Source: an optimization exercise on an open RTL-to-GDS flow (aim: small area, a short achievable clock period and few clock cycles per item). Production flows keep margins and buffers that such runs may drop. At most, simulation tests tie the RTL to the original design; equivalence was not proved. No functional check of the RTL was part of runs 1, 4 and 5. Power and IR drop assume default switching activity.

[design.v]
package mao_pkg;
	localparam int WindowDepth = 32;
	localparam int AddrW       = 5;
	localparam int SampleW     = 32;
	localparam int TapW        = 6;
	localparam int FactorW     = 16;
	localparam int CfgDataW    = 16;
	localparam int SumW        = SampleW + $clog2(WindowDepth);
	localparam int RemW        = 5;
	localparam int QuoW        = SampleW - 1;
	localparam logic [TapW-1:0] TapCountReset = TapW'(32);
endpackage
module mao_addsub (
	input  logic signed [mao_pkg::SumW-1:0] a,
	input  logic signed [mao_pkg::SumW-1:0] b,
	output logic signed [mao_pkg::SumW-1:0] y
);
	assign y = a + b;
endmodule
module mao_window_ram (
	input  logic                        clk,
	input  logic                        wr_en,
	input  logic                        wr_all,
	input  logic [mao_pkg::AddrW-1:0]   wr_addr,
	input  logic [mao_pkg::SampleW-1:0] wr_data,
	input  logic [mao_pkg::AddrW-1:0]   rd_addr,
	output logic [mao_pkg::SampleW-1:0] rd_data
);
	logic [mao_pkg::SampleW-1:0] mem [mao_pkg::WindowDepth];
	always_ff @(posedge clk) begin
		for (int i = 0; i < mao_pkg::WindowDepth; i++) begin
			if (wr_all || (wr_en && wr_addr == mao_pkg::AddrW'(i))) begin
				mem[i] <= wr_data;
			end
		end
	end
	assign rd_data = mem[rd_addr];
endmodule
module moving_average_oversampled (
	input  logic                                clk,
	input  logic                                arst_n,
	input  logic                                sample_valid,
	output logic                                sample_stall,
	input  logic signed [mao_pkg::SampleW-1:0]  sample,
	output logic                                result_valid,
	input  logic                                result_stall,
	output logic signed [mao_pkg::SampleW-1:0]  filtered,
	output logic                                clipped,
	input  logic                                cfg_valid,
	output logic                                cfg_ready,
	input  logic                                cfg_index,
	input  logic [mao_pkg::CfgDataW-1:0]        cfg_data
);
	localparam int SW = mao_pkg::SumW;    
	localparam int CW = SW + 5;           
	localparam int NU = 21;
	logic [5:0] tap_count_q;
	logic [5:0] fac_q;       
	logic [5:0] held_q;
	logic [5:0] tcur;
	logic [5:0] tcur_n;
	logic [5:0] cfg_fac;
	logic       cfg_taps_we;
	assign cfg_ready   = 1'b1;
	assign cfg_taps_we = cfg_valid && !cfg_index;
	assign cfg_fac = (cfg_data == '0) ? 6'd1 :
		((|cfg_data[15:6]) || (cfg_data[5:0] > 6'd33)) ? 6'd33 : cfg_data[5:0];
	assign tcur   = (tap_count_q > 6'd32) ? 6'd32 : tap_count_q;
	assign tcur_n = cfg_taps_we ? ((cfg_data[5:0] > 6'd32) ? 6'd32 : cfg_data[5:0]) : tcur;
	always_ff @(posedge clk or negedge arst_n) begin
		if (!arst_n) begin
			tap_count_q <= mao_pkg::TapCountReset;
			fac_q       <= 6'd1;
		end else if (cfg_valid) begin
			if (!cfg_index) tap_count_q <= cfg_data[5:0];
			else            fac_q       <= cfg_fac;
		end
	end
	logic        primed_q;
	logic [5:0]  teff_q;      
	logic [5:0]  p_q;         
	logic [4:0]  pe_q;        
	logic        alleq_q;     
	logic [4:0]  ra_q;        
	logic        stp_q, up_q, hlv_q;
	logic        stale_q;     
	logic        sstall_q;
	logic [5:0]  d_q;
	logic [6:0]  d3_q;
	logic        dq_ok_q;
	logic [2:0]  dc_cnt_q;
	logic [5:0]  dc_r_q;
	logic [5:0]  dc_quo_q;
	logic        f_sv_q, f_item_q, f_wr_q, f_wall_q;
	logic        f_azero_q, f_ahlv_q, f_bs_q, f_bsh_q, f_cw_q, f_neg_q;
	logic [31:0] f_s_q, f_w_q;
	logic [4:0]  f_wa_q;
	logic [CW-1:0] cs_s_q, cs_c_q;
	logic        vs_q;
	logic signed [SW-1:0] s_q;
	logic        v0_q;
	logic        or_v_q, os_v_q;
	logic [31:0] or_f_q, os_f_q;
	logic        or_c_q, os_c_q;
	logic        adv;
	logic        accept, prime_op, samp_op, step_op;
	logic [31:0] rd_data;
	assign adv          = !os_v_q;
	logic        en_f_q, en_s_q, en_r_q, en_fm_q;
	always_ff @(posedge clk or negedge arst_n) begin
		if (!arst_n) begin
			en_f_q  <= 1'b0;
			en_s_q  <= 1'b0;
			en_r_q  <= 1'b0;
			en_fm_q <= 1'b0;
		end else begin
			en_f_q  <= adv_n;
			en_s_q  <= adv_n && (adv ? (prime_op || samp_op || step_op) : f_sv_q);
			en_r_q  <= adv_n && (adv ? f_item_q : vs_q);
			en_fm_q <= adv_n && (adv ? b_v[NU-1] : b_v[NU]);
		end
	end
	assign sample_stall = sstall_q;
	assign accept       = sample_valid && !sstall_q;
	assign prime_op     = accept && !primed_q;
	assign samp_op      = accept && primed_q;
	assign step_op      = !accept && step_b;
	mao_window_ram u_ram (
		.clk     (clk),
		.wr_en   (f_wr_q),
		.wr_all  (f_wall_q),
		.wr_addr (f_wa_q),
		.wr_data (f_s_q),
		.rd_addr (ra_q),
		.rd_data (rd_data)
	);
	logic [5:0] teff_n, p_n, pe_inc;
	logic [4:0] pe_n, ra_n;
	logic       alleq_n, primed_n, stp_n, up_n, hlv_n;
	logic       teq_n;
	logic       dq_ok_n, adv_n, os_v_n, can_n;
	assign pe_inc = {1'b0, pe_q} + 6'd1;
	function automatic logic [8:0] cand(input logic [5:0] teff, input logic [4:0] pe,
		input logic alleq, input logic [5:0] tc, input logic [5:0] tcn);
		logic stp, up, hlv, teq;
		logic [4:0] ra;
		stp = (teff != tc);
		up  = teff < tc;
		hlv = alleq && !teff[0] && (teff != 6'd0) && ({1'b0, teff[5:1]} >= tc);
		teq = (teff == tcn);
		ra  = teq ? pe : (up ? teff[4:0] : 5'(teff - 6'd1));
		cand = {stp, up, hlv, teq, ra};
	endfunction
	logic [5:0] teff_a, teff_b, p_a, t_up, t_dn, t_hv;
	logic [4:0] pe_a, pe_b, pe_up, pe_dn, pe_hv;
	logic       alleq_a, dq_ok_a, dq_ok_b, step_b;
	logic [8:0] c_a, c_b, c_0, c_up, c_dn, c_hv, c_n;
	logic       can_a, can_b;
	assign step_b = adv && primed_q && stp_q && !stale_q && (hlv_q || (!f_wr_q && !f_wall_q));
	always_comb begin
		if (!primed_q) begin
			teff_a  = 6'd32;
			p_a     = p_q;
			pe_a    = p_q[5] ? 5'd0 : p_q[4:0];
			alleq_a = 1'b1;
			dq_ok_a = (fac_q == 6'd1);
		end else begin
			teff_a  = teff_q;
			p_a     = pe_inc;
			pe_a    = (pe_inc >= teff_q) ? 5'd0 : pe_inc[4:0];
			alleq_a = 1'b0;
			dq_ok_a = dq_ok_q;
		end
	end
	assign t_up  = teff_q + 6'd1;
	assign t_dn  = teff_q - 6'd1;
	assign t_hv  = {1'b0, teff_q[5:1]};
	assign pe_up = (p_q >= t_up) ? 5'd0 : p_q[4:0];
	assign pe_dn = (p_q >= t_dn) ? 5'd0 : p_q[4:0];
	assign pe_hv = (p_q >= t_hv) ? 5'd0 : p_q[4:0];
	assign c_a  = cand(teff_a, pe_a, alleq_a, tcur, tcur_n);
	assign c_0  = cand(teff_q, pe_q, alleq_q, tcur, tcur_n);
	assign c_up = cand(t_up, pe_up, alleq_q, tcur, tcur_n);
	assign c_dn = cand(t_dn, pe_dn, alleq_q, tcur, tcur_n);
	assign c_hv = cand(t_hv, pe_hv, alleq_q, tcur, tcur_n);
	always_comb begin
		teff_b  = teff_q;
		pe_b    = pe_q;
		c_b     = c_0;
		dq_ok_b = dq_ok_q || d_load;
		if (step_b) begin
			dq_ok_b = 1'b0;
			if (hlv_q) begin
				teff_b = t_hv;
				pe_b   = pe_hv;
				c_b    = c_hv;
			end else if (up_q) begin
				teff_b = t_up;
				pe_b   = pe_up;
				c_b    = c_up;
			end else begin
				teff_b = t_dn;
				pe_b   = pe_dn;
				c_b    = c_dn;
			end
		end
	end
	assign can_a = adv_n && primed_q && c_a[5] && dq_ok_a && (teff_q != 6'd1);
	assign can_b = adv_n && (!primed_q || (!step_b && c_0[5] && (dq_ok_q || d_load)));
	assign c_n   = accept ? c_a : c_b;
	assign can_n = accept ? can_a : can_b;
	assign teff_n   = accept ? teff_a : teff_b;
	assign p_n      = accept ? p_a : p_q;
	assign pe_n     = accept ? pe_a : pe_b;
	assign alleq_n  = accept ? alleq_a : alleq_q;
	assign primed_n = primed_q || accept;
	assign dq_ok_n  = accept ? dq_ok_a : dq_ok_b;
	assign stp_n    = primed_n && c_n[8];
	assign up_n     = c_n[7];
	assign hlv_n    = c_n[6];
	assign teq_n    = c_n[5];
	assign ra_n     = c_n[4:0];
	always_ff @(posedge clk or negedge arst_n) begin
		if (!arst_n) begin
			primed_q <= 1'b0;
			teff_q   <= '0;
			p_q      <= '0;
			pe_q     <= '0;
			alleq_q  <= 1'b0;
			ra_q     <= '0;
			stp_q    <= 1'b0;
			up_q     <= 1'b0;
			hlv_q    <= 1'b0;
			stale_q  <= 1'b0;
			sstall_q <= 1'b0;
		end else begin
			primed_q <= primed_n;
			teff_q   <= teff_n;
			p_q      <= p_n;
			pe_q     <= pe_n;
			alleq_q  <= alleq_n;
			ra_q     <= ra_n;
			stp_q    <= stp_n;
			up_q     <= up_n;
			hlv_q    <= hlv_n;
			stale_q  <= cfg_taps_we;
			sstall_q <= !can_n;
		end
	end
	always_ff @(posedge clk or negedge arst_n) begin
		if (!arst_n) begin
			held_q <= 6'd1;
		end else if (prime_op) begin
			held_q <= fac_q;
		end
	end
	logic [6:0] dc_t, dc_diff;
	logic       dc_ge;
	logic [5:0] dc_res;
	logic       dc_restart, d_load;
	assign dc_restart = cfg_taps_we || prime_op;
	logic       dc_fast;
	logic [5:0] dc_fast_q;
	assign dc_fast    = (held_q == 6'd1) || (held_q == 6'd2);
	assign dc_fast_q  = held_q[0] ? tcur : {1'b0, tcur[5:1]};
	assign d_load     = !dq_ok_q && (dc_fast || dc_cnt_q == 3'd6) && (teff_q == tcur) &&
		!f_item_q && !vs_q;
	assign dc_t    = {dc_r_q, tcur[3'd5 - dc_cnt_q]};
	assign dc_diff = dc_t - {1'b0, held_q};
	assign dc_ge   = !dc_diff[6];
	assign dc_res  = dc_fast ? ((dc_fast_q == '0) ? 6'd1 : dc_fast_q) :
		((dc_quo_q == '0) ? 6'd1 : dc_quo_q);
	always_ff @(posedge clk or negedge arst_n) begin
		if (!arst_n) begin
			dq_ok_q  <= 1'b0;
			dc_cnt_q <= '0;
			dc_r_q   <= '0;
			dc_quo_q <= '0;
		end else begin
			if (dc_restart) begin
				dc_cnt_q <= '0;
				dc_r_q   <= '0;
				dc_quo_q <= '0;
			end else if (dc_cnt_q != 3'd6) begin
				dc_cnt_q <= dc_cnt_q + 3'd1;
				dc_r_q   <= dc_ge ? dc_diff[5:0] : dc_t[5:0];
				dc_quo_q <= {dc_quo_q[4:0], dc_ge};
			end
			if (prime_op) begin
				dq_ok_q <= (fac_q == 6'd1);
			end else if (step_op) begin
				dq_ok_q <= 1'b0;
			end else if (d_load) begin
				dq_ok_q <= 1'b1;
			end
		end
	end
	always_ff @(posedge clk) begin
		if (prime_op) begin
			d_q   <= 6'd32;
			d3_q  <= 7'd96;
		end else if (d_load) begin
			d_q   <= dc_res;
			d3_q  <= {dc_res, 1'b0} + {1'b0, dc_res};
		end
	end
	always_ff @(posedge clk or negedge arst_n) begin
		if (!arst_n) begin
			f_sv_q   <= 1'b0;
			f_item_q <= 1'b0;
			f_wr_q   <= 1'b0;
			f_wall_q <= 1'b0;
		end else if (adv) begin
			f_sv_q   <= prime_op || samp_op || step_op;
			f_item_q <= prime_op || samp_op;
			f_wr_q   <= samp_op;
			f_wall_q <= prime_op;
		end
	end
	always_ff @(posedge clk) begin
		if (en_f_q) begin
			f_s_q     <= sample;
			f_w_q     <= rd_data;
			f_wa_q    <= pe_q;
			f_azero_q <= prime_op;
			f_ahlv_q  <= !accept && hlv_q;
			f_bs_q    <= samp_op && teff_q != 6'd0;
			f_bsh_q   <= prime_op;
			f_cw_q    <= (samp_op && teff_q != 6'd0) || (!accept && !hlv_q);
			f_neg_q   <= samp_op || !up_q;
		end
	end
	logic [CW-1:0] cs_a1, cs_a2, cs_b, cs_cc, cs_x1, cs_y1, cs_x2, cs_y2;
	assign cs_a1 = f_azero_q ? '0 : (f_ahlv_q ? {cs_s_q[CW-1], cs_s_q[CW-1:1]} : cs_s_q);
	assign cs_a2 = f_azero_q ? '0 : (f_ahlv_q ? {cs_c_q[CW-1], cs_c_q[CW-1:1]} : cs_c_q);
	assign cs_b  = f_bs_q ? CW'($signed(f_s_q)) : (f_bsh_q ? {{(CW-37){f_s_q[31]}}, f_s_q, 5'd0} : '0);
	assign cs_cc = f_cw_q ? (CW'($signed(f_w_q)) ^ {CW{f_neg_q}}) : '0;
	assign cs_x1 = cs_a1 ^ cs_a2 ^ cs_b;
	assign cs_y1 = {(cs_a1[CW-2:0] & cs_a2[CW-2:0]) | (cs_a1[CW-2:0] & cs_b[CW-2:0]) |
		(cs_a2[CW-2:0] & cs_b[CW-2:0]), f_ahlv_q & cs_s_q[0] & cs_c_q[0]};
	assign cs_x2 = cs_x1 ^ cs_y1 ^ cs_cc;
	assign cs_y2 = {(cs_x1[CW-2:0] & cs_y1[CW-2:0]) | (cs_x1[CW-2:0] & cs_cc[CW-2:0]) |
		(cs_y1[CW-2:0] & cs_cc[CW-2:0]), f_cw_q & f_neg_q};
	always_ff @(posedge clk or negedge arst_n) begin
		if (!arst_n) begin
			vs_q <= 1'b0;
			v0_q <= 1'b0;
		end else if (adv) begin
			vs_q <= f_item_q;
			v0_q <= vs_q;
		end
	end
	always_ff @(posedge clk) begin
		if (en_s_q) begin
			cs_s_q <= cs_x2;
			cs_c_q <= cs_y2;
		end
	end
	logic signed [SW-1:0] s_res;
	mao_addsub u_add (
		.a   (cs_s_q[SW-1:0]),
		.b   (cs_c_q[SW-1:0]),
		.y   (s_res)
	);
	logic [5:0] r_d_q;
	logic [6:0] r_d3_q;
	always_ff @(posedge clk) begin
		if (en_r_q) begin
			s_q    <= s_res;
			r_d_q  <= d_q;
			r_d3_q <= d3_q;
		end
	end
	logic [NU:0]       b_v, b_sg, b_sat, b_clp;
	logic [NU:0][4:0]  b_r;
	logic [NU:0][31:0] b_d;
	logic [NU:0][5:0]  b_dd;
	logic [NU:0][6:0]  b_d3;
	logic              x_sg;
	logic [35:0]       x_m;
	logic              x_eq, x_small;
	assign x_sg    = s_q[SW-1];
	assign x_m     = s_q[35:0] ^ {36{x_sg}};
	assign x_eq    = ({1'b0, x_m[35:31]} == r_d_q);
	assign x_small = (x_m[30:5] == '0) && (({1'b0, x_m[4:0]} + 6'd1) < r_d_q);
	assign b_v[0]   = v0_q;
	assign b_sg[0]  = x_sg;
	assign b_sat[0] = ({1'b0, x_m[35:31]} >= r_d_q);
	assign b_clp[0] = b_sat[0] && !(x_sg && x_eq && x_small);
	assign b_r[0]   = {1'b0, x_m[35:32]};
	assign b_d[0]   = x_m[31:0];
	assign b_dd[0]  = r_d_q;
	assign b_d3[0]  = r_d3_q;
	for (genvar u = 0; u < NU; u++) begin : g_unit
		logic [4:0]  r_o;
		logic [31:0] d_o;
		if (u == 0 || u % 2 == 1) begin : g_r4
			logic [6:0] t;
			logic [7:0] e1, e2, e3;
			logic       g1, g2, g3;
			assign t   = {b_r[u], b_d[u][31:30]};
			assign e1  = {1'b0, t} - {2'b0, b_dd[u]};
			assign e2  = {1'b0, t} - {1'b0, b_dd[u], 1'b0};
			assign e3  = {1'b0, t} - {1'b0, b_d3[u]};
			assign g1  = !e1[7];
			assign g2  = !e2[7];
			assign g3  = !e3[7];
			assign r_o = g3 ? e3[4:0] : (g2 ? e2[4:0] : (g1 ? e1[4:0] : t[4:0]));
			assign d_o = {b_d[u][29:0], g2, g3 || (g1 && !g2)};
		end else begin : g_r2
			logic [5:0] t;
			logic [6:0] e1;
			assign t   = {b_r[u], b_d[u][31]};
			assign e1  = {1'b0, t} - {1'b0, b_dd[u]};
			assign r_o = e1[6] ? t[4:0] : e1[4:0];
			assign d_o = {b_d[u][30:0], !e1[6]};
		end
		if (u % 2 == 0) begin : g_reg
			logic en_q;
			always_ff @(posedge clk or negedge arst_n) begin
				if (!arst_n) begin
					b_v[u+1] <= 1'b0;
					en_q     <= 1'b0;
				end else begin
					if (adv) b_v[u+1] <= b_v[u];
					en_q <= adv_n && (adv ? ((u == 0) ? vs_q : b_v[(u >= 2) ? u - 2 : 0]) : b_v[u]);
				end
			end
			always_ff @(posedge clk) begin
				if (en_q) begin
					b_dd[u+1]  <= b_dd[u];
					b_d3[u+1]  <= b_d3[u];
					b_sg[u+1]  <= b_sg[u];
					b_sat[u+1] <= b_sat[u];
					b_clp[u+1] <= b_clp[u];
					b_r[u+1]   <= r_o;
					b_d[u+1]   <= d_o;
				end
			end
		end else begin : g_wire
			assign b_v[u+1]   = b_v[u];
			assign b_sg[u+1]  = b_sg[u];
			assign b_sat[u+1] = b_sat[u];
			assign b_clp[u+1] = b_clp[u];
			assign b_r[u+1]   = r_o;
			assign b_d[u+1]   = d_o;
			assign b_dd[u+1]  = b_dd[u];
			assign b_d3[u+1]  = b_d3[u];
		end
	end
	logic        fm_v_q, fm_sat_q, fm_sg_q, fm_clp_q, fm_inc_q;
	logic [30:0] fm_q_q;
	always_ff @(posedge clk or negedge arst_n) begin
		if (!arst_n) begin
			fm_v_q <= 1'b0;
		end else if (adv) begin
			fm_v_q <= b_v[NU];
		end
	end
	always_ff @(posedge clk) begin
		if (en_fm_q) begin
			fm_sat_q <= b_sat[NU];
			fm_sg_q  <= b_sg[NU];
			fm_clp_q <= b_clp[NU];
			fm_inc_q <= b_sg[NU] && (({1'b0, b_r[NU]} + 6'd1) != b_dd[NU]);
			fm_q_q   <= b_d[NU][30:0] ^ {31{b_sg[NU]}};
		end
	end
	logic [31:0] fmt_f;
	logic        fmt_c;
	logic [31:0] fm_sum;
	assign fm_sum = {fm_sg_q, fm_q_q} + {31'd0, fm_inc_q};
	assign fmt_f  = fm_sat_q ? (fm_sg_q ? 32'h8000_0000 : 32'h7fff_ffff) : fm_sum;
	assign fmt_c  = fm_clp_q;
	logic take, in_v;
	assign take = or_v_q && !result_stall;
	assign in_v = adv && fm_v_q;
	always_comb begin
		os_v_n = os_v_q;
		if (os_v_q) begin
			if (take) os_v_n = 1'b0;
		end else if (or_v_q && !take && in_v) begin
			os_v_n = 1'b1;
		end
	end
	assign adv_n = !os_v_n;
	always_ff @(posedge clk or negedge arst_n) begin
		if (!arst_n) begin
			or_v_q <= 1'b0;
			os_v_q <= 1'b0;
		end else begin
			os_v_q <= os_v_n;
			if (os_v_q) begin
				if (take) or_v_q <= 1'b1;
			end else if (!or_v_q || take) begin
				or_v_q <= in_v;
			end
		end
	end
	always_ff @(posedge clk) begin
		if (os_v_q) begin
			if (take) begin
				or_f_q <= os_f_q;
				or_c_q <= os_c_q;
			end
		end else if (!or_v_q || take) begin
			or_f_q <= fmt_f;
			or_c_q <= fmt_c;
		end else begin
			os_f_q <= fmt_f;
			os_c_q <= fmt_c;
		end
	end
	assign result_valid = or_v_q;
	assign filtered     = or_f_q;
	assign clipped      = or_c_q;
endmodule
[run.sh]
#!/bin/bash
# synth_recipe.tcl (not shown) runs the flow's synth.tcl, then flattens the netlist and writes it again
# the make line also repeats each setting of config.mk as NAME=value (left out here)
make -C /OpenROAD-flow-scripts/flow DESIGN_CONFIG=/design/flow/config.mk WORK_HOME=/design/flow/orfs CLKGATE_MAP_FILE= SYNTH_SCRIPT=/design/flow/synth_recipe.tcl finish
[config.mk]
export PLATFORM = sky130hd
export DESIGN_NAME = moving_average_oversampled
export DESIGN_NICKNAME = moving_average_oversampled
export VERILOG_FILES = /design/flow/design.v
export SDC_FILE = /design/flow/constraint.sdc
export NUM_CORES = 4
export LEC_CHECK = 0
export ABC_CLOCK_PERIOD_IN_PS = 2500
export CAP_MARGIN = 20
export CORE_MARGIN = 2
export CORE_UTILIZATION = 60
export SETUP_SLACK_MARGIN = 4.5
export SLEW_MARGIN = 20
[constraint.sdc]
create_clock -name core_clock -period 8.0 [get_ports {clk}]
set_input_delay 1.6000 -clock core_clock [delete_from_list [all_inputs] [get_ports {clk}]]
set_output_delay 1.6000 -clock core_clock [all_outputs]
set_load 0.01 [all_outputs]
==> results.json, run 1 <==
{
  "ys_top_cells_by_area": "edfxtp_1 (64%), ha_1 (5.5%), fa_1 (2.9%)",
  "worst_setup_path_start_kind": "flip-flop",
  "startpoint": "b_dd[94]",
  "hold_path_class": "flip-flop to flip-flop",
  "area.sequential_um2": 59400,
  "grt_pass1_wl_mm": 357,
  "layout_common_cells": "edfxtp_1 (1,887), ha_1 (373), buf_4 (356)",
  "fin_skew_ps": 77.1,
  "final_common_cell": "edfxtp_1",
  "finalMaxSlewViolations": 0,
  "syn_to_final_growth_pct": 15.6,
  "num-fill-cells": 9878,
  "core_area_um2": 147000,
  "outcome": "finished clean",
  "tightest_slew_ps": 1090,
  "r2r-start": "b_dd[94]",
  "leakage_uw": 0.0372,
  "regToRegEndpoint": "b_r[86]",
  "synth.top_cell.area_share": 0.637,
  "die_area_um2": 151000,
  "final_hold_viol_count": 0,
  "ios": 90,
  "regToRegSetupSlack_ps": 4200,
  "fin_nets": 6978,
  "ys_ff_latch": 1997,
  "dpl.hpwl_mm": 140,
  "dp_cells": 7861,
  "peakVddDrop_mv": 0.219,
  "cts_root_buffer": "clkbuf_16",
  "synth_cell_type_count": 88,
  "critPathRequiredTime_ps": 8540,
  "die_w_um": 389,
  "cts_hold_buf": 0,
  "synth_edf_count": 1887,
  "multi_input_area_um2": 29500,
  "overflow": 0,
  "final_antenna_net_count": 0,
  "period_share": 0.476,
  "syn_area_per_cell_um2": 15.0,
  "globalplace.congestion": 0.891,
  "utilization": 0.697,
  "first_pass_iters": 6,
  "tritoncts": "built",
  "start_util": 0.603,
  "drive_above_1_share": 0.179,
  "grt_start_max_net_pins": 72,
  "cts_buffers": 199,
  "finalSetupViolations": 0,
  "synth_flop_cell": "edfxtp_1",
  "critPathCaptureType": "flip-flop",
  "reg2regPathDepth": 15,
  "synth_fp_nets": 6503,
  "clk_latency_ps": 870,
  "seq_area_frac_synth": 0.668,
  "fin_crit_ps": 3800,
  "crit_type": "flip-flop to flip-flop",
  "fin_cells": 8501,
  "vias_per_cell": 6.36,
  "worstSetupEndpoint": "b_r[86]",
  "rsz0062_at_grt": "yes",
  "rows": 141,
  "worstPathArrival_ps": 4340,
  "path_max_fanout": 3,
  "cts_buffer_depth": 3,
  "wl_per_cell_um": 29.0,
  "clkSlewWorstSetupHoldPaths_ps": 60,
  "syn_inst": 5929,
  "drt_iter0_drc": 5832,
  "antenna_found_initial": 2,
  "synth_warnings": 83,
  "grt_usage": 0.324,
  "drc": 0,
  "max_slew_margin": 0.272,
  "synth_area_um2": 88900,
  "die_h_um": 389,
  "numPortBuffers": 88,
  "max_cap_viol_count": 0,
  "htreeDepth": 4,
  "yosys.area.top_type": "edfxtp_1",
  "routed_wl_mm": 246,
  "synthArstFlopShare": 0.0491,
  "grt_pass1_vias": 52917,
  "num_vias": 54027,
  "finalSetupTns_ps": 0,
  "power_density_nw_per_um2": 289,
  "cts_sinks": 1997,
  "max_clock_freq_mhz": 263
}
==> report_power, final <==
group | internal (µW) | switching (µW)
logic | 3050 | 4790
clock network | 5040 | 4040
registers | 12300 | 502
total | 20400 | 9330
==> logic make-up (layout without fill, tap and decap cells) <==
group,after synthesis,in the layout,synth area share
buffers and inverters,518,1156,0.0222
multiplexers,293,293,0.0349
adder cells (fa/ha/maj),520,520,0.0840
AO/OA/AOI/OAI,1252,1252,0.101
XOR/XNOR,345,345,0.0344
other,1,4,0.0000422
AND/OR/NAND/NOR,1003,1004,0.0561
flip-flops,1997,1997,0.668
==> worst max-delay path, cell delays in order, from the launching register on <==
cell and delay (ps):
edfxtp_1 410, inv_1 120, ha_1 260, or2_2 310
a211oi_2 290, a21oi_4 80, mux2_4 320, mux2_4 270
mux2i_4 160, ha_1 260, a21o_1 170, a21oi_2 150
o21bai_1 100, a21oi_2 190, buf_4 160, mux2_4 290
==> flip-flops by register name (all words and copies together) (netlist names), 11 cells and up <==
signal,cells
s_q,37
b_r,55
b_d3,60
f_s_q,32
cs_s_q,42
b_v,11
f_w_q,32
fm_q_q,31
u_ram.mem,1024
b_clp,11
b_sg,11
g_unit.g_reg.en_q,11
b_sat,11
or_f_q,32
os_f_q,32
b_dd,66
b_d,341
cs_c_q,42
==> cell type report <==
class,instances,area share
Antenna cell,3,0.0000730
Clock buffer,255,0.0511
Clock inverter,110,0.0110
Inverter,315,0.0117
Multi-Input combinational cell,3415,0.287
Sequential cell,1997,0.578
Tap cell,1930,0.0235
Timing Repair Buffer,475,0.0383
Timing Repair inverter,1,0.0000730
==> metrics by stage <==
stage          power (µW)  hold slack, ps  cell area (µm²)  worst slack [ps]
2_1_floorplan       17800             400            89400              4190
4_1_cts             29600             374           102000              4150
5_1_grt             31000             384           103000              4010
3_3_place_gp        20200             401            93400              3440
6_report            29800             377           103000              4200
3_5_place_dp        20400             405            93400              3340
==> how the worst min path moves through the flow <==
| stage | cells after the start | startpoint | end |
|---|---|---|---|
| after floorplan | 0 | b_clp[9] | b_clp[11] |
| after detailed placement | 0 | b_clp[5] | b_clp[7] |
| after CTS | 0 | b_d[96] | b_d[163] |
| after global placement | 0 | b_d[37] | b_d[104] |
| after global routing | 0 | b_d[433] | b_d[500] |
| final | 0 | b_d[96] | b_d[163] |
==> synthesized netlist by cell type, types with 5 or more instances <==
master,n
a2111oi_0,7
a211o_1,7
a211oi_1,33
a21boi_0,16
a21o_1,95
a21oi_1,229
a21oi_2,5
a221oi_1,162
a22o_1,202
a22oi_1,163
a311oi_1,5
a31oi_1,12
and2_1,42
and3_1,21
buf_1,15
clkbuf_1,180
dfrtp_1,95
dfxtp_1,12
edfxtp_1,1887
fa_1,128
ha_1,392
inv_1,306
inv_2,7
mux2_2,120
mux2i_1,171
nand2_1,214
nand2b_1,31
nand3_1,94
nand3b_1,21
nand4_1,83
nor2_1,296
nor2b_1,68
nor3_1,41
nor4_1,25
o211ai_1,7
o21a_1,20
o21ai_0,185
o21bai_1,20
o31ai_1,16
o32a_1,33
or2_2,25
or3_1,11
xnor2_1,188
xnor2_2,5
xor2_1,152
==> timing repair <==
item,4_1_cts,5_1_grt
endpoints found under the hold margin,0,0
buffers inserted,196,69
resized for setup,145,113
cloned,1,1
pin swaps,94,92
setup endpoints to repair,88,103
==> metal layers <==
metal | global-route usage | wire length (µm) | vias up
met1 | 0.430 | 93500 | 26855
li1 | - | - | 23770
met4 | 0.128 | 10600 | 0
met5 | 0 | 0 | -
met3 | 0.0596 | 22700 | 622
met2 | 0.536 | 120000 | 2780
==> inputs of run 2 (changes only) <==
--- a/design.v
+++ b/design.v
@@ -334,6 +334,6 @@
 	assign cs_a1 = f_azero_q ? '0 : (f_ahlv_q ? {cs_s_q[CW-1], cs_s_q[CW-1:1]} : cs_s_q);
 	assign cs_a2 = f_azero_q ? '0 : (f_ahlv_q ? {cs_c_q[CW-1], cs_c_q[CW-1:1]} : cs_c_q);
-	assign cs_b  = f_bs_q ? CW'($signed(f_s_q)) : (f_bsh_q ? {{(CW-37){f_s_q[31]}}, f_s_q, 5'd0} : '0);
-	assign cs_cc = f_cw_q ? (CW'($signed(f_w_q)) ^ {CW{f_neg_q}}) : '0;
+	assign cs_b  = f_bs_q ? {{(CW-32){f_s_q[31]}}, f_s_q} : (f_bsh_q ? {{(CW-37){f_s_q[31]}}, f_s_q, 5'd0} : '0);
+	assign cs_cc = f_cw_q ? ({{(CW-32){f_w_q[31]}}, f_w_q} ^ {CW{f_neg_q}}) : '0;
 	assign cs_x1 = cs_a1 ^ cs_a2 ^ cs_b;
 	assign cs_y1 = {(cs_a1[CW-2:0] & cs_a2[CW-2:0]) | (cs_a1[CW-2:0] & cs_b[CW-2:0]) |
@@ -372,5 +372,6 @@
 		end
 	end
-	logic [NU:0]       b_v, b_sg, b_sat, b_clp;
+	logic [NU:0]       b_v, b_sg, b_clp;
+	logic              x_sat;
 	logic [NU:0][4:0]  b_r;
 	logic [NU:0][31:0] b_d;
@@ -386,6 +387,6 @@
 	assign b_v[0]   = v0_q;
 	assign b_sg[0]  = x_sg;
-	assign b_sat[0] = ({1'b0, x_m[35:31]} >= r_d_q);
-	assign b_clp[0] = b_sat[0] && !(x_sg && x_eq && x_small);
+	assign x_sat    = ({1'b0, x_m[35:31]} >= r_d_q);
+	assign b_clp[0] = x_sat && !(x_sg && x_eq && x_small);
 	assign b_r[0]   = {1'b0, x_m[35:32]};
 	assign b_d[0]   = x_m[31:0];
@@ -432,5 +433,4 @@
 					b_d3[u+1]  <= b_d3[u];
 					b_sg[u+1]  <= b_sg[u];
-					b_sat[u+1] <= b_sat[u];
 					b_clp[u+1] <= b_clp[u];
 					b_r[u+1]   <= r_o;
@@ -441,5 +441,4 @@
 			assign b_v[u+1]   = b_v[u];
 			assign b_sg[u+1]  = b_sg[u];
-			assign b_sat[u+1] = b_sat[u];
 			assign b_clp[u+1] = b_clp[u];
 			assign b_r[u+1]   = r_o;
@@ -460,5 +459,5 @@
 	always_ff @(posedge clk) begin
 		if (en_fm_q) begin
-			fm_sat_q <= b_sat[NU];
+			fm_sat_q <= b_d[NU][31];
 			fm_sg_q  <= b_sg[NU];
 			fm_clp_q <= b_clp[NU];
--- a/config.mk
+++ b/config.mk
@@ -10,4 +10,6 @@
 export CORE_MARGIN = 2
 export CORE_UTILIZATION = 60
+export CTS_BUF_LIST = sky130_fd_sc_hd__clkbuf_4 sky130_fd_sc_hd__clkbuf_8
+export CTS_CLUSTER_SIZE = 30
 export SETUP_SLACK_MARGIN = 4.5
 export SLEW_MARGIN = 20
==> results.json, run 2 <==
{
  "cp_cell_sequence": "ha_1, nor2b_1, o21a_1, o21a_1, o21a_4, mux2_2, mux2_4, mux2i_4, ha_4, a21o_1, a21oi_2, o21bai_1, a21oi_2, buf_4, mux2_4",
  "drt_iter0_drc": 6209,
  "final_common_cell": "edfxtp_1",
  "synth_fp_nets": 6493,
  "holdCritStartpoint": "b_d[568]",
  "worstHoldPathCells": 0,
  "worstPathArrival_ps": 4570,
  "fin_nets": 7094,
  "max_cap_viol_count": 0,
  "ys_ff_latch": 1997,
  "clk_latency_ps": 1070,
  "cts_buffer_depth": 4,
  "worst_setup_path_start_kind": "flip-flop",
  "synth_warnings": 73,
  "synth-simple-area-share": 0.0541,
  "core_area_um2": 147000,
  "synth_compound_gate_area_share": 0.102,
  "yosys.area.top_type": "edfxtp_1",
  "yosysMostFrequentCell": "edfxtp_1",
  "r2r-start": "b_d[383]",
  "synth.top_cell.area_share": 0.640,
  "cp_slowest_cell": "edfxtp_1",
  "syn_area_per_cell_um2": 15.0,
  "layout_common_cells": "edfxtp_1 (1,887), ha_1 (363), clkbuf_8 (342)",
  "reg2regPathDepth": 15,
  "startpoint": "b_d[383]",
  "fin_cells": 8695,
  "ios": 90,
  "peakVddDrop_mv": 0.298,
  "numPortBuffers": 88,
  "die_h_um": 388,
  "hold_path_class": "flip-flop to flip-flop",
  "muxShareOfSynthArea": 0.0333,
  "die_w_um": 388,
  "grt_start_max_net_pins": 86,
  "drive_above_1_share": 0.206,
  "grt_pass1_vias": 54403,
  "max_slew_margin": 0.260,
  "final_antenna_net_count": 0,
  "cts_buffers": 337,
  "critPathCaptureType": "flip-flop",
  "finalSetupViolations": 0,
  "routed_wl_mm": 247,
  "syn_inst": 5919,
  "num-fill-cells": 10076,
  "leakage_uw": 0.0376,
  "num_vias": 54454,
  "overflow": 0,
  "max_clock_freq_mhz": 259,
  "critPathRequiredTime_ps": 8700,
  "seq_area_frac_synth": 0.670,
  "first_pass_iters": 6,
  "synthXorXnorAreaFrac": 0.0341,
  "cp_slowest_stage_delay_ps": 470,
  "yosys-top-cells-count": "edfxtp_1 (1,887), ha_1 (392), inv_1 (313)",
  "cts_hold_buf": 0,
  "tritoncts": "built",
  "grt_usage": 0.326,
  "fin_skew_ps": 122,
  "largest_reg_flops": 1024,
  "synth_edf_count": 1887,
  "final_hold_viol_count": 0,
  "cts_root_buffer": "clkbuf_8",
  "cts_sinks": 1997,
  "synth_flop_cell": "edfxtp_1",
  "start_util": 0.602,
  "htreeDepth": 5,
  "vias_per_cell": 6.26,
  "worstSetupEndpoint": "b_r[66]",
  "synth_area_um2": 88600,
  "die_area_um2": 151000,
  "rsz0062_at_grt": "yes",
  "syn_to_final_growth_pct": 16.2,
  "clkSlewWorstSetupHoldPaths_ps": 60,
  "regToRegSetupSlack_ps": 4130,
  "ys_top_cells_by_area": "edfxtp_1 (64%), ha_1 (5.5%), fa_1 (2.9%)",
  "period_share": 0.483,
  "globalplace.congestion": 0.878,
  "top_regs": "u_ram.mem x1024, b_d x352, b_dd x66",
  "power_density_nw_per_um2": 326,
  "regToRegEndpoint": "b_r[66]",
  "wl_per_cell_um": 28.4,
  "crit_type": "flip-flop to flip-flop",
  "synthArstFlopShare": 0.0491,
  "top_register": "u_ram.mem",
  "finalMaxSlewViolations": 0,
  "worst-path-buf-inv": 1,
  "drc": 0,
  "path_depth": 15,
  "path_max_fanout": 5,
  "synth_cell_type_count": 81,
  "tightest_slew_ps": 1110,
  "synthAdderAreaFrac": 0.0843,
  "antenna_found_initial": 4,
  "finalSetupTns_ps": 0,
  "fin_crit_ps": 3870,
  "grt_pass1_wl_mm": 359,
  "crit_family": "compound AO/OA/AOI/OAI gates",
  "outcome": "finished clean",
  "synth_top_family_by_area": "compound AO/OA/AOI/OAI gates",
  "dp_cells": 7835,
  "rows": 141,
  "dpl.hpwl_mm": 138
}
## run 2: worst min path at each step
stage                     slack, ps        end
after floorplan                 400  b_clp[11]
after global placement          400   b_d[367]
after detailed placement        400   b_d[116]
after CTS                       360   b_d[635]
after global routing            370  b_clp[15]
final                           360   b_d[635]
## run 2: per-layer routing
layer  share of wire  vias up  GRT usage
met2            0.48     2775      0.539
met5               0        -          0
met3           0.087      698     0.0593
met4           0.050        0      0.142
met1            0.38    27002      0.427
li1                -    23979          -
## run 2: layout make-up
class | instances | area (µm²) | area share
diodes | 4 | 10.0 | 0.0000972
clock buffers | 441 | 5450 | 0.0529
clock inverters | 139 | 976 | 0.00948
inverters | 319 | 1230 | 0.0120
multi-input cells | 3399 | 29500 | 0.287
flip-flops and latches | 1997 | 59400 | 0.577
well taps | 1930 | 2410 | 0.0235
repair buffers | 466 | 3950 | 0.0384
## run 2: what timing repair did
| item | in CTS | in global routing |
|---|---|---|
| pin swaps | 92 | 96 |
| setup endpoints to repair | 132 | 117 |
| cloned | 0 | 1 |
| resized for setup | 238 | 172 |
| buffers inserted | 197 | 67 |
| endpoints found under the hold margin | 0 | 0 |
## run 2: per-stage QoR
| step | instance area (µm²) | power (µW) | util | worst slack, ps | hold slack (ps) |
|---|---|---|---|---|---|
| finish | 103000 | 33600 | 0.700 | 4130 | 363 |
| global route | 103000 | 35200 | 0.700 | 3950 | 370 |
| CTS | 102000 | 33100 | 0.690 | 4140 | 359 |
| detailed placement | 93000 | 23700 | 0.632 | 3190 | 405 |
| global placement | 92900 | 23500 | 0.632 | 3230 | 400 |
| floorplan | 89100 | 20600 | - | 4190 | 400 |
## run 2: where the power goes
part | internal, µW | leakage (µW) | switching, µW
Sequential | 13000 | 0.0186 | 798
Clock | 4850 | 0.00339 | 4010
Combinational | 4630 | 0.0157 | 6280
## run 2: cell families after synthesis
| kind of cell | after synthesis |
|---|---|
| buffers and inverters | 524 |
| AOI/OAI and AO/OA | 1262 |
| adders and majority gates | 520 |
| other | 1 |
| xor gates and xnor gates | 345 |
| DFF | 1997 |
| muxes | 280 |
| and+or+nand+nor | 990 |
Testbench counts of run 2, summed over its fixed seeds: cycles 2,378, items 1,920.
==> inputs of run 3 (changes only) <==
--- a/config.mk
+++ b/config.mk
@@ -10,6 +10,4 @@
 export CORE_MARGIN = 2
 export CORE_UTILIZATION = 60
-export CTS_BUF_LIST = sky130_fd_sc_hd__clkbuf_4 sky130_fd_sc_hd__clkbuf_8
-export CTS_CLUSTER_SIZE = 30
 export SETUP_SLACK_MARGIN = 4.5
 export SLEW_MARGIN = 20
==> results.json, run 3 <==
{
  "outcome": "finished clean",
  "grt_pass1_wl_mm": 356,
  "synth_area_um2": 88600,
  "dpl.hpwl_mm": 138,
  "wl_per_cell_um": 28.8,
  "top_regs": "u_ram.mem x1024, b_d x352, b_dd x66",
  "numPortBuffers": 88,
  "die_w_um": 388,
  "drive_above_1_share": 0.180,
  "fin_nets": 6950,
  "power.switching_uw": 11100,
  "tritoncts": "built",
  "syn_area_per_cell_um2": 15.0,
  "p_seq_frac": 0.407,
  "syn_inst": 5919,
  "fin_crit_ps": 3860,
  "p_comb_frac": 0.321,
  "synth_fp_nets": 6493,
  "drt_iter0_drc": 6036,
  "crit_type": "flip-flop to flip-flop",
  "finalMaxSlewViolations": 0,
  "p_clk_frac": 0.272,
  "synthArstFlopShare": 0.0491,
  "cts_sinks": 1997,
  "power_density_nw_per_um2": 329,
  "clkSlewWorstSetupHoldPaths_ps": 60,
  "globalplace.congestion": 0.878,
  "yosysMostFrequentCell": "edfxtp_1",
  "synth_edf_count": 1887,
  "regToRegSetupSlack_ps": 4140,
  "cts_root_buffer": "clkbuf_16",
  "htreeDepth": 4,
  "syn_to_final_growth_pct": 16.3,
  "grt_start_max_net_pins": 86,
  "final_hold_viol_count": 0,
  "rsz0062_at_grt": "yes",
  "worstSetupEndpoint": "b_r[26]",
  "ys_top_cells_by_area": "edfxtp_1 (64%), ha_1 (5.5%), fa_1 (2.9%)",
  "max_cap_viol_count": 0,
  "peakVddDrop_mv": 0.280,
  "die_area_um2": 151000,
  "leakage_uw": 0.0374,
  "reg2regPathDepth": 15,
  "layout_common_cells": "edfxtp_1 (1,887), ha_1 (364), buf_4 (326)",
  "synth.top_cell.area_share": 0.640,
  "max_clock_freq_mhz": 259,
  "finalSetupTns_ps": 0,
  "fin_skew_ps": 82.5,
  "vias_per_cell": 6.33,
  "hold_path_class": "flip-flop to flip-flop",
  "rows": 141,
  "path_max_fanout": 3,
  "startpoint": "b_d[127]",
  "final_common_cell": "edfxtp_1",
  "internal_power_uw": 22800,
  "seq_area_frac_synth": 0.670,
  "worstPathArrival_ps": 4400,
  "synth_flop_cell": "edfxtp_1",
  "synth_warnings": 73,
  "num_vias": 53626,
  "drc": 0,
  "largest_reg_flops": 1024,
  "r2r-start": "b_d[127]",
  "critPathRequiredTime_ps": 8540,
  "synth_cell_type_count": 81,
  "start_util": 0.602,
  "regToRegEndpoint": "b_r[26]",
  "final_antenna_net_count": 0,
  "switching_share": 0.328,
  "critPathCaptureType": "flip-flop",
  "overflow": 0,
  "yosys-top-cells-count": "edfxtp_1 (1,887), ha_1 (392), inv_1 (313)",
  "period_share": 0.482,
  "grt_pass1_vias": 53124,
  "cts_buffer_depth": 3,
  "antenna_found_initial": 2,
  "tightest_slew_ps": 1110,
  "cts_buffers": 197,
  "die_h_um": 388,
  "ys_ff_latch": 1997,
  "finalSetupViolations": 0,
  "first_pass_iters": 8,
  "grt_usage": 0.324,
  "worst_setup_path_start_kind": "flip-flop",
  "core_area_um2": 147000,
  "max_slew_margin": 0.257,
  "routed_wl_mm": 244,
  "yosys.area.top_type": "edfxtp_1",
  "utilization": 0.700,
  "ios": 90,
  "clk_latency_ps": 870,
  "top_register": "u_ram.mem"
}
-- run 3: cell counts after synthesis --
No cell type changed its count.
-- run 3: cell type report --
type	count	area, µm²
fillers	9953	44100
diodes	2	5.00
repair buffers	462	3960
clock buffers	243	5130
inverters	319	1230
flip-flops and latches	1997	59400
well taps	1930	2410
multi-input cells	3399	29500
clock inverters	125	1380
-- run 3: power by group through the flow --
stage	Clock, µW	Sequential [µW]	Combinational [µW]
2_1_floorplan	0	13800	6820
3_5_place_dp	0	14000	9690
3_3_place_gp	0	14000	9490
4_1_cts	9350	13800	10300
5_1_grt	9740	13900	11900
6_report	9230	13800	10900
-- run 3: repair_timing --
action,in CTS,in global routing
resized for setup,208,168
pin swaps,94,93
hold endpoints to repair,0,0
cloned,0,1
setup buffers,181,78
setup endpoints to repair,103,115
hold buffers,0,0
-- run 3: how the worst min path moves through the flow --
stage / start / to / slack [ps] / depth (start not counted)
2_1_floorplan: b_clp[9] / b_clp[11] / 400 / 0
3_3_place_gp: b_d[300] / b_d[367] / 400 / 0
3_5_place_dp: b_d[49] / b_d[116] / 400 / 0
4_1_cts: b_d[367] / b_d[434] / 370 / 0
5_1_grt: b_d[367] / b_d[434] / 370 / 0
6_report: b_d[367] / b_d[434] / 380 / 0
-- run 3: cells by family after synthesis --
family	share of synthesized area
flip-flops	0.670
AO/OA/AOI/OAI	0.102
AND/OR/NAND/NOR	0.0541
buffers and inverters	0.0225
adder cells (fa/ha/maj)	0.0843
XOR/XNOR	0.0341
multiplexers	0.0333
other	0.0000423
-- run 3: worst max-delay path, cell delays in order, from the launching register on --
cell,delay (ps)
edfxtp_1,440
ha_1,320
nor2b_4,120
o21a_1,190
o21a_1,210
o21a_4,240
mux2_4,290
mux2_4,270
mux2i_2,180
ha_1,290
a21o_1,180
a21oi_2,160
o21bai_1,100
a21oi_2,170
buf_4,150
mux2_4,290
-- run 3: metal layers --
metal	up-vias	wire length, µm	track usage
met5	-	0	0
met4	0	11100	0.132
met3	586	21800	0.0579
met2	2705	118000	0.533
met1	26688	93300	0.429
li1	23647	-	-
-- run 3: stage by stage --
| step | cell area, µm² | hold WS [ps] | power (µW) | setup slack, ps | std cells |
|---|---|---|---|---|---|
| 6_report | 103000 | 379 | 33900 | 4140 | 8477 |
| 5_1_grt | 103000 | 372 | 35600 | 4010 | 8475 |
| 4_1_cts | 102000 | 373 | 33500 | 4170 | 8384 |
| 3_5_place_dp | 93000 | 405 | 23700 | 3190 | 7835 |
| 3_3_place_gp | 92900 | 400 | 23500 | 3230 | 7834 |
| 2_1_floorplan | 89100 | 400 | 20600 | 4190 | 5919 |
==> inputs of run 4 (changes only) <==
--- a/design.v
+++ b/design.v
@@ -12,9 +12,10 @@
 endpackage
 module mao_addsub (
-	input  logic signed [mao_pkg::SumW-1:0] a,
-	input  logic signed [mao_pkg::SumW-1:0] b,
-	output logic signed [mao_pkg::SumW-1:0] y
+	input  logic [mao_pkg::SumW-1:0] a,
+	input  logic [mao_pkg::SumW-1:0] b,
+	input  logic                     cin,
+	output logic [mao_pkg::SumW-1:0] y
 );
-	assign y = a + b;
+	assign y = a + b + mao_pkg::SumW'(cin);
 endmodule
 module mao_window_ram (
@@ -53,5 +54,4 @@
 );
 	localparam int SW = mao_pkg::SumW;    
-	localparam int CW = SW + 5;           
 	localparam int NU = 21;
 	logic [5:0] tap_count_q;
@@ -96,5 +96,4 @@
 	logic [31:0] f_s_q, f_w_q;
 	logic [4:0]  f_wa_q;
-	logic [CW-1:0] cs_s_q, cs_c_q;
 	logic        vs_q;
 	logic signed [SW-1:0] s_q;
@@ -107,5 +106,5 @@
 	logic [31:0] rd_data;
 	assign adv          = !os_v_q;
-	logic        en_f_q, en_s_q, en_r_q, en_fm_q;
+	logic        en_f_q, en_s_q, en_r_q, en_fm_q, en_acc_q;
 	always_ff @(posedge clk or negedge arst_n) begin
 		if (!arst_n) begin
@@ -114,5 +113,7 @@
 			en_r_q  <= 1'b0;
 			en_fm_q <= 1'b0;
+			en_acc_q <= 1'b0;
 		end else begin
+			en_acc_q <= adv_n && (adv ? f_sv_q : ad_sv_q);
 			en_f_q  <= adv_n;
 			en_s_q  <= adv_n && (adv ? (prime_op || samp_op || step_op) : f_sv_q);
@@ -331,41 +332,45 @@
 		end
 	end
-	logic [CW-1:0] cs_a1, cs_a2, cs_b, cs_cc, cs_x1, cs_y1, cs_x2, cs_y2;
-	assign cs_a1 = f_azero_q ? '0 : (f_ahlv_q ? {cs_s_q[CW-1], cs_s_q[CW-1:1]} : cs_s_q);
-	assign cs_a2 = f_azero_q ? '0 : (f_ahlv_q ? {cs_c_q[CW-1], cs_c_q[CW-1:1]} : cs_c_q);
-	assign cs_b  = f_bs_q ? {{(CW-32){f_s_q[31]}}, f_s_q} : (f_bsh_q ? {{(CW-37){f_s_q[31]}}, f_s_q, 5'd0} : '0);
-	assign cs_cc = f_cw_q ? ({{(CW-32){f_w_q[31]}}, f_w_q} ^ {CW{f_neg_q}}) : '0;
-	assign cs_x1 = cs_a1 ^ cs_a2 ^ cs_b;
-	assign cs_y1 = {(cs_a1[CW-2:0] & cs_a2[CW-2:0]) | (cs_a1[CW-2:0] & cs_b[CW-2:0]) |
-		(cs_a2[CW-2:0] & cs_b[CW-2:0]), f_ahlv_q & cs_s_q[0] & cs_c_q[0]};
-	assign cs_x2 = cs_x1 ^ cs_y1 ^ cs_cc;
-	assign cs_y2 = {(cs_x1[CW-2:0] & cs_y1[CW-2:0]) | (cs_x1[CW-2:0] & cs_cc[CW-2:0]) |
-		(cs_y1[CW-2:0] & cs_cc[CW-2:0]), f_cw_q & f_neg_q};
+	logic [SW-1:0] ad_x, ad_y, ad_sum;
+	logic [SW-1:0] ad_q;
+	logic          ad_az_q, ad_ahlv_q, ad_sv_q;
+	assign ad_x = f_bs_q ? {{(SW-32){f_s_q[31]}}, f_s_q} :
+		(f_bsh_q ? {f_s_q, 5'd0} : '0);
+	assign ad_y = f_cw_q ? ({{(SW-32){f_w_q[31]}}, f_w_q} ^ {SW{f_neg_q}}) : '0;
+	mao_addsub u_add (
+		.a   (ad_x),
+		.b   (ad_y),
+		.cin (f_cw_q && f_neg_q),
+		.y   (ad_sum)
+	);
 	always_ff @(posedge clk or negedge arst_n) begin
 		if (!arst_n) begin
-			vs_q <= 1'b0;
-			v0_q <= 1'b0;
+			vs_q    <= 1'b0;
+			v0_q    <= 1'b0;
+			ad_sv_q <= 1'b0;
 		end else if (adv) begin
-			vs_q <= f_item_q;
-			v0_q <= vs_q;
+			vs_q    <= f_item_q;
+			v0_q    <= vs_q;
+			ad_sv_q <= f_sv_q;
 		end
 	end
 	always_ff @(posedge clk) begin
 		if (en_s_q) begin
-			cs_s_q <= cs_x2;
-			cs_c_q <= cs_y2;
+			ad_q      <= ad_sum;
+			ad_az_q   <= f_azero_q;
+			ad_ahlv_q <= f_ahlv_q;
 		end
 	end
-	logic signed [SW-1:0] s_res;
-	mao_addsub u_add (
-		.a   (cs_s_q[SW-1:0]),
-		.b   (cs_c_q[SW-1:0]),
-		.y   (s_res)
-	);
+	logic [SW-1:0] acc_a;
+	assign acc_a = ad_az_q ? '0 : (ad_ahlv_q ? {s_q[SW-1], s_q[SW-1:1]} : s_q);
 	logic [5:0] r_d_q;
 	logic [6:0] r_d3_q;
 	always_ff @(posedge clk) begin
+		if (en_acc_q) begin
+			s_q <= acc_a + ad_q;
+		end
+	end
+	always_ff @(posedge clk) begin
 		if (en_r_q) begin
-			s_q    <= s_res;
 			r_d_q  <= d_q;
 			r_d3_q <= d3_q;
==> results.json, run 4 <==
{
  "outcome": "finished clean",
  "final_common_cell": "edfxtp_1",
  "grt_pass1_vias": 54124,
  "drc": 0,
  "drt_iter0_drc": 6439,
  "die_w_um": 385,
  "worstPathArrival_ps": 4390,
  "path_max_fanout": 6,
  "vias_per_cell": 6.39,
  "syn_area_per_cell_um2": 14.5,
  "synth_warnings": 73,
  "die_area_um2": 148000,
  "power_density_nw_per_um2": 331,
  "final_hold_viol_count": 0,
  "dpl.hpwl_mm": 140,
  "numPortBuffers": 88,
  "max_slew_margin": 0.285,
  "seq_area_frac_synth": 0.667,
  "synth_cell_type_count": 92,
  "largest_reg_flops": 1024,
  "fin_cells": 8655,
  "rows": 139,
  "grt_pass1_wl_mm": 357,
  "first_pass_iters": 6,
  "grt_util_met3": 0.0525,
  "wl_per_cell_um": 28.7,
  "critPathRequiredTime_ps": 8570,
  "syn_to_final_growth_pct": 18.4,
  "top_register": "u_ram.mem",
  "design_area_um2": 103000,
  "leakage_uw": 0.0379,
  "synth_edf_count": 1842,
  "final_antenna_net_count": 0,
  "critPathCaptureType": "flip-flop",
  "cts_buffer_depth": 3,
  "max_cap_viol_count": 0,
  "drive_above_1_share": 0.208,
  "tritoncts": "built",
  "fin_crit_ps": 3820,
  "top_regs": "u_ram.mem x1024, b_d x352, b_dd x66",
  "grt_start_max_net_pins": 55,
  "cts_buffers": 193,
  "grt_usage": 0.331,
  "fin_skew_ps": 55.8,
  "crit_type": "flip-flop to flip-flop",
  "ys_ff_latch": 1954,
  "clkSlewWorstSetupHoldPaths_ps": 60,
  "cts_root_buffer": "clkbuf_16",
  "layout_common_cells": "edfxtp_1 (1,842), buf_4 (447), ha_1 (389)",
  "core_area_um2": 144000,
  "routed_wl_mm": 248,
  "globalplace.congestion": 0.902,
  "start_util": 0.605,
  "rsz0062_at_grt": "yes",
  "finalMaxSlewViolations": 0,
  "gr-usage-met2": 0.539,
  "ios": 90,
  "dp_cells": 7892,
  "worst_setup_path_start_kind": "flip-flop",
  "yosys-top-cells-count": "edfxtp_1 (1,842), ha_1 (427), inv_1 (330)",
  "met1_usage": 0.449,
  "finalSetupTns_ps": 0,
  "fin_nets": 7112,
  "antenna_found_initial": 2,
  "syn_inst": 5983,
  "cts_hold_buf": 0,
  "total_power_uw": 34200,
  "finalSetupViolations": 0,
  "yosysMostFrequentCell": "edfxtp_1",
  "die_h_um": 385,
  "yosys.area.top_type": "edfxtp_1",
  "synth_flop_cell": "edfxtp_1",
  "max_clock_freq_mhz": 262,
  "utilization": 0.717,
  "synth_area_um2": 87000,
  "synth_fp_nets": 6512,
  "period_share": 0.477,
  "synth.top_cell.area_share": 0.635,
  "hold_path_class": "flip-flop to flip-flop",
  "ys_top_cells_by_area": "edfxtp_1 (64%), ha_1 (6.1%), dfrtp_1 (2.8%)",
  "cts_sinks": 1954,
  "place_area_um2": 91400,
  "busiest_layer": "met2",
  "clk_latency_ps": 850,
  "synthArstFlopShare": 0.0512,
  "tightest_slew_ps": 1070,
  "num_vias": 55270,
  "peakVddDrop_mv": 0.247,
  "htreeDepth": 4,
  "overflow": 0
}
[run 4: cell types whose count changed after synthesis, moves of 15 or more]
| cell | previous run | this run |
|---|---|---|
| a21boi_0 | 12 | 27 |
| a21o_1 | 92 | 114 |
| edfxtp_1 | 1887 | 1842 |
| fa_1 | 128 | 48 |
| ha_1 | 392 | 427 |
| inv_1 | 313 | 330 |
| mux2_2 | 104 | 80 |
| mux2i_1 | 174 | 137 |
| nand2_1 | 269 | 231 |
| nor2_1 | 271 | 296 |
| o21a_1 | 39 | 60 |
| o21ai_0 | 161 | 202 |
| o21bai_1 | 17 | 36 |
| xnor2_1 | 183 | 203 |
[run 4: kinds of logic (layout without fill, tap and decap cells)]
group,Yosys count,after routing,share of synthesized area
DFF,1954,1954,0.667
AOI/OAI and AO/OA,1428,1430,0.117
and+or+nand+nor,1005,1005,0.0570
buffers and inverters,538,1304,0.0235
adders and majority gates,475,475,0.0724
xor gates and xnor gates,364,364,0.0366
muxes,218,218,0.0264
other,1,2,0.0000431
[run 4: path summary, 6_finish.rpt]
kind / from / end / slack (ps) / depth (start not counted)
min: b_d[244] / b_d[311] / 400 / 0
min reg2reg: b_d[244] / b_d[311] / 400 / 0
max in group asynchronous: arst_n / en_f_q / 5830 / 2
min in group asynchronous: arst_n / hlv_q / 820 / 1
max: b_dd[79] / b_r[78] / 4180 / 18
max reg2reg: b_dd[79] / b_r[78] / 4180 / 18
[run 4: per-layer routing]
metal / vias to the layer above / part of all wire
met1: 27605 / 0.39
met4: 2 / 0.045
met2: 2803 / 0.48
met5: - / 0.000052
li1: 24262 / -
met3: 598 / 0.090
[run 4: cell type report]
type                            instances  area, µm²
Sequential cell                      1954      58100
Tap cell                             1903       2380
Fill cell                            9419      40700
Antenna cell                            1       2.50
Clock inverter                        114       1200
Multi-Input combinational cell       3493      29700
Timing Repair Buffer                  606       5250
Clock buffer                          249       5170
Inverter                              335       1300
[run 4: power by group]
part / leakage, µW / switching, µW / internal, µW / total [µW]
Sequential: 0.0182 / 762 / 12500 / 13300
Combinational: 0.0166 / 6720 / 5160 / 11900
Clock: 0.00308 / 3940 / 5100 / 9040
[run 4: metrics by stage]
stage	hold slack (ps)	setup slack (ps)
floorplan	400	4380
global placement	401	3140
detailed placement	405	3090
CTS	403	4130
global route	404	4000
finish	403	4180
[run 4: timing repair]
action / CTS / global route
cloned: 7 / 1
pin swaps: 174 / 185
setup buffers: 248 / 140
gates resized for setup: 287 / 224
endpoints found under the setup margin: 119 / 115
hold endpoints to repair: 0 / 0
[run 4: worst max-delay path, cell delays in order (launching register included)]
cell      delay (ps)
edfxtp_1         470
inv_2            110
ha_1             220
nor2b_1          130
o21ai_2          160
a21boi_2          90
o21a_1           200
o21ai_2          190
nand2_4          110
mux2_4           320
mux2i_4          160
mux2i_1           90
ha_1             370
a21oi_4          230
o21bai_4          80
a21oi_4          260
inv_2            120
a22oi_2          190
o31ai_1           80
==> inputs of run 5 (changes only) <==
--- a/design.v
+++ b/design.v
@@ -54,5 +54,5 @@
 );
 	localparam int SW = mao_pkg::SumW;    
-	localparam int NU = 21;
+	localparam int NU = 16;
 	logic [5:0] tap_count_q;
 	logic [5:0] fac_q;       
@@ -119,5 +119,5 @@
 			en_s_q  <= adv_n && (adv ? (prime_op || samp_op || step_op) : f_sv_q);
 			en_r_q  <= adv_n && (adv ? f_item_q : vs_q);
-			en_fm_q <= adv_n && (adv ? b_v[NU-1] : b_v[NU]);
+			en_fm_q <= adv_n && (adv ? b_v[NU-3] : b_v[NU]);
 		end
 	end
@@ -401,5 +401,5 @@
 		logic [4:0]  r_o;
 		logic [31:0] d_o;
-		if (u == 0 || u % 2 == 1) begin : g_r4
+		begin : g_r4
 			logic [6:0] t;
 			logic [7:0] e1, e2, e3;
@@ -414,13 +414,6 @@
 			assign r_o = g3 ? e3[4:0] : (g2 ? e2[4:0] : (g1 ? e1[4:0] : t[4:0]));
 			assign d_o = {b_d[u][29:0], g2, g3 || (g1 && !g2)};
-		end else begin : g_r2
-			logic [5:0] t;
-			logic [6:0] e1;
-			assign t   = {b_r[u], b_d[u][31]};
-			assign e1  = {1'b0, t} - {1'b0, b_dd[u]};
-			assign r_o = e1[6] ? t[4:0] : e1[4:0];
-			assign d_o = {b_d[u][30:0], !e1[6]};
 		end
-		if (u % 2 == 0) begin : g_reg
+		if (u % 2 == 0 && u < NU - 1) begin : g_reg
 			logic en_q;
 			always_ff @(posedge clk or negedge arst_n) begin
--- a/config.mk
+++ b/config.mk
@@ -10,4 +10,4 @@
 export CORE_MARGIN = 2
 export CORE_UTILIZATION = 60
-export SETUP_SLACK_MARGIN = 4.5
+export SETUP_SLACK_MARGIN = 4.0
 export SLEW_MARGIN = 20
==> results.json, run 5 <==
{
  "synth.top_cell.area_share": 0.607,
  "outcome": "finished clean",
  "htreeDepth": 4,
  "syn_to_final_growth_pct": 15.6,
  "hold_path_class": "flip-flop to flip-flop",
  "switching_share": 0.344,
  "finalSetupViolations": 0,
  "dpl.hpwl_mm": 134,
  "final_hold_viol_count": 0,
  "numPortBuffers": 88,
  "synth_cell_type_count": 99,
  "yosys.area.top_type": "edfxtp_1",
  "tritoncts": "built",
  "ys_ff_latch": 1801,
  "worstPathArrival_ps": 4760,
  "vias_per_cell": 6.43,
  "tightest_slew_ps": 1070,
  "worst-path-buf-inv": 5,
  "synth_edf_count": 1695,
  "synth_fp_nets": 6503,
  "max_clock_freq_mhz": 239,
  "final_antenna_net_count": 0,
  "seq_area_frac_synth": 0.638,
  "drt_iter0_drc": 6230,
  "ios": 90,
  "drc": 0,
  "fin_skew_ps": 104,
  "peakVddDrop_mv": 0.248,
  "leakage_uw": 0.0357,
  "regToRegSetupSlack_ps": 3820,
  "clk_latency_ps": 860,
  "power_density_nw_per_um2": 330,
  "p_seq_frac": 0.385,
  "synth_area_um2": 83800,
  "largest_reg_flops": 1024,
  "final_common_cell": "edfxtp_1",
  "crit_family": "compound AO/OA/AOI/OAI gates",
  "core_area_um2": 139000,
  "critPathCaptureType": "flip-flop",
  "p_clk_frac": 0.256,
  "cts_root_buffer": "clkbuf_16",
  "cts_buffer_depth": 3,
  "globalplace.congestion": 0.885,
  "die_area_um2": 143000,
  "cp_slowest_cell": "edfxtp_1",
  "worst_setup_path_start_kind": "flip-flop",
  "fin_nets": 6930,
  "synthArstFlopShare": 0.0522,
  "critPathRequiredTime_ps": 8580,
  "finalMaxSlewViolations": 0,
  "syn_area_per_cell_um2": 14.1,
  "grt_usage": 0.327,
  "max_slew_margin": 0.285,
  "synth_flop_cell": "edfxtp_1",
  "cp_slowest_stage_delay_ps": 450,
  "rsz0062_at_grt": "yes",
  "num_vias": 53930,
  "yosys-top-cells-count": "edfxtp_1 (1,695), ha_1 (457), inv_1 (293)",
  "fin_crit_ps": 4180,
  "p_comb_frac": 0.358,
  "grt_pass1_wl_mm": 341,
  "top_register": "u_ram.mem",
  "path_max_fanout": 7,
  "yosysMostFrequentCell": "edfxtp_1",
  "die_w_um": 378,
  "first_pass_iters": 6,
  "top_regs": "u_ram.mem x1024, b_d x256",
  "cts_buffers": 182,
  "max_cap_viol_count": 0,
  "internal_power_uw": 20900,
  "synth_warnings": 59,
  "syn_inst": 5939,
  "wl_per_cell_um": 28.1,
  "crit_type": "flip-flop to flip-flop",
  "start_util": 0.602,
  "cp_cell_sequence": "inv_2, ha_4, inv_2, fa_2, a21o_1, a21o_1, a21o_1, a21oi_4, inv_2, o21bai_4, mux2i_4, buf_12, ha_4, o21ai_2, nand2b_1, a21o_1, a21o_1, a21o_1, a21oi_4, buf_6, o21ai_4, mux2i_1",
  "period_share": 0.523,
  "power.switching_uw": 11000,
  "total_power_uw": 31900,
  "crit_top_cell": "a21o_1",
  "clkSlewWorstSetupHoldPaths_ps": 60,
  "drive_above_1_share": 0.157,
  "rows": 137,
  "ys_top_cells_by_area": "edfxtp_1 (61%), ha_1 (6.8%), dfrtp_1 (2.7%)",
  "routed_wl_mm": 235,
  "cts_sinks": 1801,
  "die_h_um": 378,
  "grt_start_max_net_pins": 73,
  "layout_common_cells": "edfxtp_1 (1,695), ha_1 (433), buf_4 (318)",
  "grt_pass1_vias": 52562,
  "cts_hold_buf": 0,
  "overflow": 0,
  "finalSetupTns_ps": 0,
  "antenna_found_initial": 4
}
run 5: changes by cell type in the layout (fill, tap and decap cells not counted), sizes merged, moves of 30 or more:
| cell | previous run | this run |
|---|---|---|
| buf | 513 | 359 |
| a21o | 114 | 165 |
| ha | 427 | 457 |
| inv | 336 | 297 |
| edfxtp | 1842 | 1695 |
| nor2 | 298 | 259 |
run 5: worst paths after layout:
path | end | from | depth (start not counted)
max | b_r[35] | b_d[191] | 22
min in group asynchronous | or_v_q | arst_n | 1
min | b_d[106] | b_d[38] | 0
max reg2reg | b_r[35] | b_d[191] | 22
min reg2reg | b_d[106] | b_d[38] | 0
max in group asynchronous | en_f_q | arst_n | 2
run 5: layout make-up:
type / instances / area, µm²
Fill cell: 9616 / 42300
Clock inverter: 97 / 956
Tap cell: 1876 / 2350
Clock buffer: 230 / 4830
Timing Repair Buffer: 447 / 3800
Multi-Input combinational cell: 3635 / 30300
Inverter: 299 / 1160
Antenna cell: 1 / 2.50
Sequential cell: 1801 / 53500
run 5: cells by family (layout without fill, tap and decap cells):
group           count (synthesis)  count (layout)  share of synthesized area
flops                        1801            1801                      0.638
compound gates               1526            1526                      0.132
simple gates                 1028            1028                     0.0622
fa+ha+maj                     510             510                     0.0808
buf+inv                       503            1073                     0.0229
xor+xnor                      376             376                     0.0394
mux                           194             194                     0.0242
other cells                     1               2                  0.0000447
run 5: power by group through the flow:
stage / clock network (µW) / registers (µW) / logic, µW
final: 8190 / 12300 / 11400
after global routing: 8610 / 12400 / 12500
after CTS: 8280 / 12300 / 10900
after detailed placement: 0 / 12500 / 10400
after global placement: 0 / 12500 / 10200
after floorplan: 0 / 12200 / 7590
run 5: what timing repair did:
item	CTS	global route
endpoints found under the hold margin	0	0
setup buffers	181	66
pin swaps	101	97
resized for setup	122	151
endpoints found under the setup margin	78	80
run 5: metrics by stage:
step	util	std cells	hold WS [ps]	setup WS (ps)	area [µm²]
final	0.696	8386	373	3820	96900
after global routing	0.696	8386	379	3660	96900
after CTS	0.688	8312	373	3760	95700
after detailed placement	0.633	7804	405	3240	88200
after global placement	0.633	7804	401	3290	88200
after floorplan	-	5939	400	3860	84400
run 5: layer usage:
metal	wire, µm	global-route usage
met1	90200	0.438
met2	112000	0.534
met3	23600	0.0626
met4	9300	0.126
met5	23	0

-- static timing again, ports no longer ideal --
Ports are ideal in the flow. The routed layouts listed here were re-timed in OpenROAD.
Step 1: set_driving_cell puts a clkbuf_16 on clk and a buf_2 on each other input, an assumption about the parent block.
Step 2 moves the port delays by t, midway between the first and last clock arrival at a register: inputs arrive t later, outputs are due t later. That takes back most of the time a late clock gives input paths.
Slacks: ideal / step 1 / step 2; pairs: ideal / step 1.
| run | t, ns | slack for setup (ns) | worst setup path at the end |
|---|---|---|---|
| run 1 | 0.913 | 4.196 / 4.196 / 3.627 | input to register |
| run 2 | 1.080 | 4.134 / 4.134 / 3.611 | input to register |
| run 3 | 0.919 | 4.143 / 4.143 / 3.672 | input to register |
| run 4 | 0.896 | 4.180 / 4.180 / 3.700 | input to register |
| run 5 | 0.887 | 3.816 / 3.816 / 3.348 | input to register |
After both steps setup and hold are still met in every run listed. For run 1, which loses most, drivers alone change the setup slack by 0.000 ns; drivers and shift together by -0.569 ns.
